From an optimization exercise on the open Yosys and OpenROAD flow, aimed at small area, a short achievable clock period and few clock cycles; shortcuts taken in it are not production practice. Only simulation tests tie the RTL to the original design; equivalence was not proved. Power is estimated from default activity; no workload was simulated.

==> flow/design.v <==
module cluster_centroid_n #(
  parameter int IMG_WIDTH    = 640,
  parameter int IMG_HEIGHT   = 480,
  parameter int NUM_CLUSTERS = 3,
  parameter int COLOR_W      = 12,
  parameter int DIST_THRESH  = 64,
  parameter int MIN_COUNT    = 4,
  localparam int XW = $clog2(IMG_WIDTH),
  localparam int YW = $clog2(IMG_HEIGHT),
  localparam int IW = (NUM_CLUSTERS > 1) ? $clog2(NUM_CLUSTERS) : 1
) (
  input  logic                         clk,
  input  logic                         rst,
  input  logic signed [COLOR_W-1:0]    pixel_r,
  input  logic signed [COLOR_W-1:0]    pixel_g,
  input  logic signed [COLOR_W-1:0]    pixel_b,
  input  logic                         pixel_valid,
  input  logic [XW-1:0]                x,
  input  logic [YW-1:0]                y,
  input  logic                         ref_wr_en,
  input  logic [IW-1:0]                ref_wr_idx,
  input  logic signed [COLOR_W-1:0]    ref_wr_r,
  input  logic signed [COLOR_W-1:0]    ref_wr_g,
  input  logic signed [COLOR_W-1:0]    ref_wr_b,
  output logic [NUM_CLUSTERS*XW-1:0]   centroid_x,
  output logic [NUM_CLUSTERS*YW-1:0]   centroid_y,
  output logic [NUM_CLUSTERS-1:0]      found,
  output logic                         frame_done,
  output logic                         busy,
  output logic                         overrun
);
  localparam int NC    = NUM_CLUSTERS;
  localparam int DW    = COLOR_W + 1;                
  localparam int AW    = $clog2(DIST_THRESH + 1);    
  localparam int SDW   = AW + 2;                     
  localparam int CW    = $clog2(IMG_WIDTH * IMG_HEIGHT + 1);
  localparam int SUM_W = $clog2(IMG_WIDTH * IMG_WIDTH * IMG_HEIGHT);
  localparam int QW    = XW;                         
  localparam int RW    = CW;                         
  localparam int MW    = RW + QW;                    
  localparam int STW   = $clog2(QW);
  localparam int SCW   = $clog2(QW);
  localparam int SSW   = $clog2((QW - 1) * IMG_WIDTH);
  logic signed [COLOR_W-1:0] r_ref_r [NC];
  logic signed [COLOR_W-1:0] r_ref_g [NC];
  logic signed [COLOR_W-1:0] r_ref_b [NC];
  logic           r_rst;           
  logic           r1_valid, r1_eof;
  logic [XW-1:0]  r1_x;
  logic [YW-1:0]  r1_y;
  logic [AW+2:0]  r1_c [NC][3];    
  logic [NC-1:0]  r2_ok;
  logic [SDW-1:0] r2_d [NC];
  logic           r2_eof;
  logic [XW-1:0]  r2_x;
  logic [YW-1:0]  r2_y;
  logic [NC-1:0]    w_hit;
  logic [CW-1:0]    r_cnt  [NC];
  logic [MW-1:0]    r_sx   [NC];
  logic [MW-1:0]    r_sy   [NC];
  logic [SCW-1:0]   r_scnt [NC];
  logic [SSW-1:0]   r_ssx  [NC];
  logic [SSW-1:0]   r_ssy  [NC];
  logic [CW-1:0]    w_inc_cnt [NC];
  logic [SUM_W-1:0] w_add_x [NC];
  logic [SUM_W-1:0] w_add_y [NC];
  logic [SCW-1:0]   w_sinc_cnt [NC];
  logic [SSW-1:0]   w_sadd_x [NC];
  logic [SSW-1:0]   w_sadd_y [NC];
  logic             r_div, r_last;
  logic [STW-1:0]   r_step;
  logic [NC-1:0]    w_gex, w_gey;
  logic [RW-1:0]    w_rx [NC];
  logic [RW-1:0]    w_ry [NC];
  logic [NC*XW-1:0] r_centroid_x;
  logic [NC*YW-1:0] r_centroid_y;
  logic [NC-1:0]    r_found;
  logic             r_frame_done, r_busy;
  always_ff @(posedge clk) begin
    for (int k = 0; k < NC; k++) begin
      if (rst) begin
        r_ref_r[k] <= COLOR_W'(50  + 450 * k);
        r_ref_g[k] <= COLOR_W'(100 + 450 * k);
        r_ref_b[k] <= COLOR_W'(150 + 450 * k);
      end else if (ref_wr_en && ref_wr_idx == IW'(k)) begin
        r_ref_r[k] <= ref_wr_r;
        r_ref_g[k] <= ref_wr_g;
        r_ref_b[k] <= ref_wr_b;
      end
    end
  end
  localparam int HW = COLOR_W - AW + 1;             
  function automatic logic [AW+2:0] chan(input logic signed [COLOR_W-1:0] p,
                                         input logic signed [COLOR_W-1:0] q);
    logic [AW:0]   lo;
    logic [HW-1:0] ph, qh;
    logic          b, z0, m1;
    lo  = {1'b0, p[AW-1:0]} - {1'b0, q[AW-1:0]};
    b   = lo[AW];
    ph  = {p[COLOR_W-1], p[COLOR_W-1:AW]};
    qh  = {q[COLOR_W-1], q[COLOR_W-1:AW]};
    z0  = b ? (ph == qh + HW'(1)) : (ph == qh);
    m1  = b ? (ph == qh) : (ph + HW'(1) == qh);
    chan = {z0, m1, lo[AW-1:0] > AW'(DIST_THRESH), lo[AW-1:0]};
  endfunction
  always_ff @(posedge clk) begin
    r_rst    <= rst;
    r1_valid <= !rst && pixel_valid;
    r1_eof   <= !rst && pixel_valid && x == XW'(IMG_WIDTH - 1) && y == YW'(IMG_HEIGHT - 1);
    r1_x     <= x;
    r1_y     <= y;
    for (int k = 0; k < NC; k++) begin
      r1_c[k][0] <= chan(pixel_r, r_ref_r[k]);
      r1_c[k][1] <= chan(pixel_g, r_ref_g[k]);
      r1_c[k][2] <= chan(pixel_b, r_ref_b[k]);
    end
  end
  always_ff @(posedge clk) begin
    logic [AW-1:0] u [3];
    logic [2:0]    neg, ok;
    r2_eof <= !rst && r1_eof;
    r2_x   <= r1_x;
    r2_y   <= r1_y;
    for (int k = 0; k < NC; k++) begin
      for (int j = 0; j < 3; j++) begin
        neg[j] = r1_c[k][j][AW];
        ok[j]  = (r1_c[k][j][AW+2] && !neg[j]) || (r1_c[k][j][AW+1] && r1_c[k][j][AW-1]);
        u[j]   = r1_c[k][j][AW-1:0] ^ {AW{neg[j]}};
      end
      r2_ok[k] <= !rst && r1_valid && (&ok);
      r2_d[k]  <= SDW'(u[0]) + SDW'(u[1]) + SDW'(u[2]) + SDW'(neg[0]) + SDW'(neg[1]) + SDW'(neg[2]);
    end
  end
  always_comb begin
    logic [NC-1:0] m;
    for (int k = 0; k < NC; k++)
      m[k] = r2_ok[k] && r2_d[k] <= SDW'(DIST_THRESH);
    for (int k = 0; k < NC; k++) begin
      w_hit[k] = m[k];
      for (int j = 0; j < NC; j++) begin
        if (j < k && m[j] && r2_d[j][AW-1:0] <= r2_d[k][AW-1:0]) w_hit[k] = 1'b0;
        if (j > k && m[j] && r2_d[j][AW-1:0] <  r2_d[k][AW-1:0]) w_hit[k] = 1'b0;
      end
    end
    for (int k = 0; k < NC; k++) begin
      w_inc_cnt[k]  = r_cnt[k] + CW'(1);
      w_add_x[k]    = r_sx[k][SUM_W-1:0] + SUM_W'(r2_x);
      w_add_y[k]    = r_sy[k][SUM_W-1:0] + SUM_W'(r2_y);
      w_sinc_cnt[k] = r_scnt[k] + SCW'(1);
      w_sadd_x[k]   = r_ssx[k] + SSW'(r2_x);
      w_sadd_y[k]   = r_ssy[k] + SSW'(r2_y);
    end
  end
  always_comb begin
    logic [RW:0] tx, ty;
    for (int k = 0; k < NC; k++) begin
      tx = r_sx[k][MW-1:QW-1];
      ty = r_sy[k][MW-1:QW-1];
      w_gex[k] = tx >= {1'b0, r_cnt[k]};
      w_gey[k] = ty >= {1'b0, r_cnt[k]};
      w_rx[k]  = w_gex[k] ? RW'(tx - {1'b0, r_cnt[k]}) : tx[RW-1:0];
      w_ry[k]  = w_gey[k] ? RW'(ty - {1'b0, r_cnt[k]}) : ty[RW-1:0];
    end
  end
  always_ff @(posedge clk) begin
    for (int k = 0; k < NC; k++) begin
      if (r_rst) begin
        r_cnt[k] <= '0;
        r_sx[k]  <= '0;
        r_sy[k]  <= '0;
      end else if (r_div && r_last) begin
        r_cnt[k] <= w_hit[k] ? CW'(w_sinc_cnt[k]) : CW'(r_scnt[k]);
        r_sx[k]  <= w_hit[k] ? MW'(w_sadd_x[k])   : MW'(r_ssx[k]);
        r_sy[k]  <= w_hit[k] ? MW'(w_sadd_y[k])   : MW'(r_ssy[k]);
      end else if (r_div) begin
        r_sx[k]  <= {w_rx[k], r_sx[k][QW-2:0], w_gex[k]};
        r_sy[k]  <= {w_ry[k], r_sy[k][QW-2:0], w_gey[k]};
      end else if (w_hit[k]) begin
        r_cnt[k] <= w_inc_cnt[k];
        r_sx[k]  <= MW'(w_add_x[k]);
        r_sy[k]  <= MW'(w_add_y[k]);
      end
    end
  end
  always_ff @(posedge clk) begin
    for (int k = 0; k < NC; k++) begin
      if (!r_div) begin
        r_scnt[k] <= '0;
        r_ssx[k]  <= '0;
        r_ssy[k]  <= '0;
      end else if (w_hit[k]) begin
        r_scnt[k] <= w_sinc_cnt[k];
        r_ssx[k]  <= w_sadd_x[k];
        r_ssy[k]  <= w_sadd_y[k];
      end
    end
  end
  always_ff @(posedge clk) begin
    if (rst) begin
      r_div        <= 1'b0;
      r_last       <= 1'b0;
      r_step       <= '0;
      r_busy       <= 1'b0;
      r_frame_done <= 1'b0;
      r_found      <= '0;
      r_centroid_x <= '0;
      r_centroid_y <= '0;
    end else begin
      r_frame_done <= 1'b0;
      r_last       <= r_div && r_step == STW'(QW - 2);
      if (r2_eof) begin
        r_div  <= 1'b1;
        r_step <= '0;
        r_busy <= 1'b1;
      end else if (r_div) begin
        r_step <= r_step + STW'(1);
        if (r_last) begin
          r_div        <= 1'b0;
          r_busy       <= 1'b0;
          r_frame_done <= 1'b1;
          for (int k = 0; k < NC; k++) begin
            r_found[k] <= r_cnt[k] >= CW'(MIN_COUNT);
            if (r_cnt[k] >= CW'(MIN_COUNT)) begin
              r_centroid_x[k*XW +: XW] <= {r_sx[k][XW-2:0], w_gex[k]};
              r_centroid_y[k*YW +: YW] <= {r_sy[k][YW-2:0], w_gey[k]};
            end
          end
        end
      end
    end
  end
  assign centroid_x = r_centroid_x;
  assign centroid_y = r_centroid_y;
  assign found      = r_found;
  assign frame_done = r_frame_done;
  assign busy       = r_busy;
  assign overrun    = 1'b0;
endmodule
clock: 8.0 ns
lec_check: 0
cap_margin: 5
core_margin: 2
core_utilization: 68
cts_buf_list: sky130_fd_sc_hd__clkbuf_8
cts_cluster_diameter: 50
cts_cluster_size: 14
setup_slack_margin: 5
slew_margin: 5
run.sh (not shown) runs the stock make flow with config.mk's settings and CLKGATE_MAP_FILE= SYNTH_SCRIPT=/design/flow/synth_recipe.tcl, a recipe that flattens the netlist after the stock synthesis.
The starting point went through all stages and came out clean.
Testbench counts at the start, summed over its fixed seeds: cycles 7,798.
Next try:
- CAP_MARGIN: 5 -> 20
- CORE_UTILIZATION: 68 -> 55
- CTS_CLUSTER_DIAMETER: 50 -> unset
- CTS_CLUSTER_SIZE: 14 -> unset
- SLEW_MARGIN: 5 -> 20
After rerunning: Design area rises slightly; die area climbs by a quarter to a third; hold slack loses 0.0085 ns; clock-buffer cell count rises by 62; via count falls by a few percent.
Next try:
==> flow/flow/run.sh (new file) <==
#!/bin/bash
set -euo pipefail
bash standard.sh SETUP_SLACK_MARGIN=5.2 finish > layout.log 2>&1
==> flow/standard.sh (new file) <==
#!/bin/bash
# synth_recipe.tcl (not shown) runs the flow's synth.tcl, then flattens the netlist and writes it again
# the make line also repeats each setting of config.mk as NAME=value (left out here)
make -C /OpenROAD-flow-scripts/flow DESIGN_CONFIG=/design/flow/config.mk WORK_HOME=/design/flow/orfs CLKGATE_MAP_FILE= SYNTH_SCRIPT=/design/flow/synth_recipe.tcl "${@:-finish}"
- CTS_CLUSTER_DIAMETER: unset -> 60
- CTS_CLUSTER_SIZE: unset -> 18
removed: flow/run.sh
Wire length went up by about a fifth; global-route usage went up by 2.6 points; setup slack is worse by 0.016 ns; count of clock-buffer cells in the layout went down by 77; clock skew went up by 0.016 ns; final area went up by roughly a tenth.
Next try:
==> flow/run.sh (new file) <==
#!/bin/bash
# synth_recipe.tcl (not shown) runs the flow's synth.tcl, then flattens the netlist and writes it again
# the make line also repeats each setting of config.mk as NAME=value (left out here)
make -C /OpenROAD-flow-scripts/flow DESIGN_CONFIG=/design/flow/config.mk WORK_HOME=/design/flow/orfs CLKGATE_MAP_FILE= SYNTH_SCRIPT=/design/flow/synth_recipe.tcl finish
- CORE_UTILIZATION: 55 -> 74
- CTS_CLUSTER_DIAMETER: 60 -> 50
- CTS_CLUSTER_SIZE: 18 -> 14
removed: flow/flow/run.sh
removed: flow/standard.sh
The new run completed with no timing, DRC or antenna violations.
Setup slack degrades by 0.20 ns.
Critical path depth stays the same.
Non-clock buffer count shrinks by 294.
Sequential share of layout area grows by 3.0 points.
Routed wire length shrinks by a few percent.
Count of clock-buffer cells in the layout grows by 10.
Sequential power barely changes.
Clock skew hardly moves.
Via count grows by a few percent.
Combinational power shrinks by roughly a tenth.
Area after synthesis stays the same.
Next try:
- CORE_UTILIZATION: 74 -> 68
Effect: Clock power barely changes; worst setup slack improved by 0.25 ns; clock-buffer cell count increases by 5; cell area rises by 1.1%.

========
RTL: the design.v shown in full above, as it stands there.
export LEC_CHECK = 0
export CAP_MARGIN = 20
export CORE_MARGIN = 2
export CORE_UTILIZATION = 55
export CTS_BUF_LIST = sky130_fd_sc_hd__clkbuf_8
export CTS_CLUSTER_DIAMETER = 50
export CTS_CLUSTER_SIZE = 14
export SETUP_SLACK_MARGIN = 5
export SLEW_MARGIN = 20
create_clock -name core_clock -period 8.0 [get_ports {clk}]
Stock flow here: none of the scripts above is used.
Testbench counts at the start, summed over its fixed seeds: cycles 7,798.
Rerun with:
CTS_CLUSTER_DIAMETER = 60   (was 50)
CTS_CLUSTER_SIZE = 18   (was 14)
Power came out lower by 3.1%.
Die area is unchanged.
Fmax stays flat.
Critical path depth rose by 2.
Final cell count fell by 0.79%.
Worst setup slack gets worse by 0.0087 ns.
Clock-buffer cell count decreases by 19.

========
willow:
cluster_centroid_n, a different RTL version from the one above (not shown whole).
Size in the first run: about 660 flip-flops, about 160 I/O pins, about 44,000 um^2 of cells after synthesis.
make LEC_CHECK=0 CAP_MARGIN=20 CORE_MARGIN=2 CORE_UTILIZATION=62 CTS_BUF_LIST=sky130_fd_sc_hd__clkbuf_8 CTS_CLUSTER_DIAMETER=55 CTS_CLUSTER_SIZE=16 SETUP_SLACK_MARGIN=5 SLEW_MARGIN=20 finish   # period 8.0 ns
Testbench counts of willow, summed over its fixed seeds: cycles 7,754.
--- input diff willow..juniper ---
- changing CORE_UTILIZATION from 62 to 65
- changing CTS_CLUSTER_DIAMETER from 55 to 45
- changing CTS_CLUSTER_SIZE from 16 to 12
==> results.txt <==
- juniper against willow: area of the placeable core went down by about 5%; clock network power share went up by 5.3 points; storage element area was more or less identical; setup slack of the critical path after layout went down by 0.027 ns; achievable frequency went down by about 0.9%.
- Diff willow -> juniper: post-layout minimum cycle time picked up an extra 0.027 ns, global-route track usage on met2 rose by 7.9 points, final cell count shows no meaningful change.
- Against willow, number of placement rows in juniper fell by a few percent.
Input-level comparison between harbor and juniper:
- changing CORE_UTILIZATION from 65 to 68
- changing CTS_CLUSTER_DIAMETER from 45 to 50
- changing CTS_CLUSTER_SIZE from 12 to 14
==> comparison <==
The number of nets in the finished design of harbor is lower than that of juniper. In terms of worst hold slack, juniper and harbor differ only marginally. Power went down by a little under 10% going from juniper to harbor. Areal power density over the cells for harbor: about 7% down relative to juniper. NOTE number of non-filler instances in the completed layout juniper->harbor decreased slightly.
Relative to harbor, the following input files were edited for sierra:
- putting GPL_ROUTABILITY_DRIVEN at 0 where nothing was set
Higher final critical-path required period goes to harbor over sierra. Compared with harbor, in sierra per-cell routed wire length went up, depth of the worst register-to-register path went down by 4, design area went up by 330 um^2, reg-to-reg setup timing slack went up 0.03 ns. Clock latency at the later pin of the worst-skew pair delta for sierra relative to harbor: 0.04 ns higher. Taking harbor as the reference point, the wire length of sierra rises by 2800 um. Largest fanout of any net on the critical path ends up higher on sierra. Looking at core utilization of the finished layout, sierra sits above harbor.
Edits applied to the flow inputs when going from sierra to zinc:
- changing CTS_CLUSTER_DIAMETER from 50 to 40
- changing CTS_BUF_LIST from sky130_fd_sc_hd__clkbuf_8 to sky130_fd_sc_hd__clkbuf_4
- changing CTS_CLUSTER_SIZE from 14 to 10
- removing GPL_ROUTABILITY_DRIVEN (formerly 0)
Findings:
zinc vs sierra, synthesis-to-finish area growth went up by 0.78 points.
[compare] base=sierra new=zinc: number of sinks on the clock net roughly the same, fill cell instance count of the final layout down about 1%, critical path depth has increased.
Delta(fraction of standard cell area in multi-input logic, zinc - sierra) < 0
zinc: minimum clock period after layout 0.026 ns above sierra
On adder and majority cell fraction of the synthesized area, sierra and zinc are neck and neck.
| clock group share of total power | sierra vs zinc | ≈ equal |
zinc against sierra: non-clock buffer total of the final layout grew by about 7%, total detailed-routing wirelength shrank by 2.0%.

static timing again, ports no longer ideal:
Ports are ideal in the flow. The routed layouts listed here were re-timed in OpenROAD.
Step 1 sets driving cells, clkbuf_16 on the clock port and buf_2 on the other inputs (assumed; they add their load-dependent delay and slew).
Step 2 also shifts input and output timing later by t, the mid clock arrival at the registers, as if the neighbouring blocks saw the same clock.
a / b / c = ideal ports / drivers / drivers and shift; a / b = the first two.
run | shift t [ns] | slack for setup (ns) | hold WS [ns]
the first run of note 1 | 0.782 | 4.957 / 4.957 / 4.295 | 0.328 / 0.328 / 0.328
the second run of note 1 | 0.830 | 4.919 / 4.919 / 4.292 | 0.320 / 0.320 / 0.320
the third run of note 1 | 0.787 | 4.904 / 4.904 / 4.451 | 0.326 / 0.326 / 0.326
the fourth run of note 1 | 0.804 | 4.708 / 4.708 / 4.147 | 0.320 / 0.320 / 0.320
the fifth run of note 1 | 0.782 | 4.957 / 4.957 / 4.295 | 0.328 / 0.328 / 0.328
the first run of note 2 | 0.794 | 4.918 / 4.918 / 4.281 | 0.323 / 0.323 / 0.323
the second run of note 2 | 0.764 | 4.910 / 4.910 / 4.343 | 0.324 / 0.324 / 0.324
willow | 0.772 | 4.979 / 4.979 / 4.303 | 0.331 / 0.331 / 0.331
juniper | 0.797 | 4.952 / 4.952 / 4.288 | 0.325 / 0.325 / 0.325
harbor | 0.765 | 4.935 / 4.935 / 4.303 | 0.326 / 0.326 / 0.326
sierra | 0.809 | 4.961 / 4.940 / 4.328 | 0.321 / 0.321 / 0.321
zinc | 1.004 | 4.936 / 4.901 / 4.095 | 0.325 / 0.325 / 0.325
After both steps setup and hold are still met in every run listed. For zinc, which loses most, drivers alone change the setup slack by -0.035 ns; drivers and shift together by -0.841 ns.
